This is an optimization exercise on Yosys and OpenROAD, whose aim is small area, a short achievable clock period and few clock cycles, not a production implementation. Only simulation tests tie the RTL to the original design; equivalence was not proved. Power and IR drop assume default switching activity.

Setup of v6:
==> flow/design.v (excerpt) <==
module dcache
(
   input  logic  CLK,
   input  logic  nRST,
   input  logic  dmemREN,
   input  logic  dmemWEN,
   input  dcachePkg::word_t dmemaddr,
   input  dcachePkg::word_t dmemstore,
   input  logic  halt,
   output logic  dhit,
   output dcachePkg::word_t dmemload,
   output logic  flushed,
   output logic  dREN,
   output logic  dWEN,
   output dcachePkg::word_t daddr,
   output dcachePkg::word_t dstore,
   input  logic  dwait,
   input  dcachePkg::word_t dload
);
Settings: LEC_CHECK=0, CAP_MARGIN=20, CORE_MARGIN=2, CORE_UTILIZATION=50, CTS_CLUSTER_DIAMETER=100, CTS_CLUSTER_SIZE=20, PLACE_DENSITY=0.65, SETUP_SLACK_MARGIN=5, SLEW_MARGIN=20, TNS_END_PERCENT=0; clock period 9.0 ns.
run.sh (not shown) runs the stock make flow with config.mk's settings and CLKGATE_MAP_FILE= SYNTH_SCRIPT=/design/flow/synth_recipe.tcl, a recipe that flattens the netlist after the stock synthesis.
v6 finished end to end and its layout was clean on timing, DRC and antenna.
Testbench counts of v6, summed over its fixed seeds: cycles 68,421.
The following lists how v7 was set up differently from v6:
--- a/flow/design.v
+++ b/flow/design.v
@@ -143,24 +143,24 @@
          esel[e] = (ent == 5'(e));
       for (int b = 0; b < 16; b++)
          bsel[b] = esel[2*b] | esel[2*b + 1];
    end
    logic [31:0] wordR;
    logic look;
-   logic dRENR, dWENR, lookHitR, cplR, rrR, wrR;
+   logic dRENR, dWENR, lookHitR, cplR, rrR;
    logic [25:0] tagOutR;
    assign look = (state == LOOK);
    assign dWEN   = dWENR;
    assign dREN   = dRENR;
    assign daddr  = {tagOutR, ent[3:0], 2'b00};
    assign dstore = wordR;
    logic fetchDone, missLast;
    assign fetchDone = !dwait && dRENR;
    assign missLast  = !dwait && cplR;              
    assign dhit     = req && (lookHitR || missLast);
-   assign dmemload = (dload & {32{rrR}}) | (wordR & {32{wrR}});
+   assign dmemload = rrR ? dload : wordR;
    assign flushed  = flushedR;
    logic [2:0] nextState;
    always_comb
    begin
       nextState = state;
       case (state)
@@ -209,63 +209,63 @@
          flushedR <= 1'b0;
          dWENR    <= 1'b0;
          dRENR    <= 1'b0;
          lookHitR <= 1'b0;
          cplR     <= 1'b0;
          rrR      <= 1'b0;
-         wrR      <= 1'b1;
       end
       else
       begin
          state    <= nextState;
          if (state == FSTART && !anyDirty)
             flushedR <= 1'b1;
          dWENR    <= nextWB;
          dRENR    <= nextRd;
          lookHitR <= (state == IDLE) && nextState == LOOK && hit;
          cplR     <= (((nextState == LOOK && !curHit && !curDirty) || nextState == RO) && dmemWEN) ||
                      nextState == RR;
          rrR      <= (nextState == RR);
-         wrR      <= (nextState != RR);
       end
    end
    always_ff @(posedge CLK)
       tagOutR <= nextWB ? ((flushing ? fw : lru) ? t1 : t0) : atag;
-   logic rdWay, rdWord;
+   logic rdWay, rdWord, rdLoad;
    logic [31:0] rdW0, rdW1;
    always_comb
    begin
+      rdLoad = 1'b0;
       rdWay  = fw;
       rdWord = 1'b1;
       case (state)
          IDLE:
          begin
+            rdLoad = 1'b1;
             rdWay  = !match0 && (match1 || lru);
             rdWord = off;
          end
          LOOK:
          begin
-            rdWay  = vwayR;
-            rdWord = dwait ? off : !off;
-         end
-         WB1:
-         begin
+            rdLoad = !dwait && !hitR && vdirtyR;
             rdWay  = vwayR;
             rdWord = !off;
          end
          FSTART:
+         begin
+            rdLoad = 1'b1;
             rdWord = 1'b0;
+         end
          FW0:
-            rdWord = !dwait;
+            rdLoad = !dwait;
          default: ;
       endcase
    end
    assign rdW0 = rdWord ? w01 : w00;
    assign rdW1 = rdWord ? w11 : w10;
    always_ff @(posedge CLK)
-      wordR <= rdWay ? rdW1 : rdW0;
+      if (rdLoad)
+         wordR <= rdWay ? rdW1 : rdW0;
    always_ff @(posedge CLK)
    begin
       if (state == IDLE)
       begin
          hitR    <= hit;
          hitWayR <= !match0;
==> summary.txt <==
v7 vs v6 — gate count after technology mapping climbed by a few percent. v6 → v7: total power now larger; switching power shows an increase of 3.8%; routed length on met2 increased by about 12% relative to the old numbers; number of well-tap cells placed increased by 12 relative to the old numbers; xor-xnor portion of the synthesized cell area shows a reduction of 0.19 points. Compound-cell area share of the yosys netlist for v7 is higher than for v6. Number of filler cells placed in the layout in v7 vs v6: up 240. Compared to v6, v7 reaches a higher achievable clock. Summary of v7 over v6: routed wire length +about 16%, worst-case register-to-register setup slack +0.15 ns, count of flip-flops with a built-in enable after synthesis +about 2.2%, clock share of power -1.0 points.
Testbench counts of v7, summed over its fixed seeds: cycles 68,421.

## re-timing with driven ports
The results above use ideal ports. As a check the final layouts listed here were re-extracted and re-timed, cells and wires unchanged. Step 1 assumes that a clkbuf_16 drives the clock port and a buf_2 every other input. Step 2 also shifts input and output timing later by t, the mid clock arrival at the registers, as if the neighbouring blocks saw the same clock. Slacks: ideal / step 1 / step 2; pairs: ideal / step 1.
run | t (ns) | slack for setup (ns) | worst setup path at the end
v6 | 0.776 | 4.706 / 4.726 / 3.949 | input to register
v7 | 0.795 | 4.742 / 4.715 / 3.919 | input to register
After both steps every run listed still meets setup and hold. For v7, which loses most, drivers alone change the setup slack by -0.027 ns; drivers and shift together by -0.823 ns.
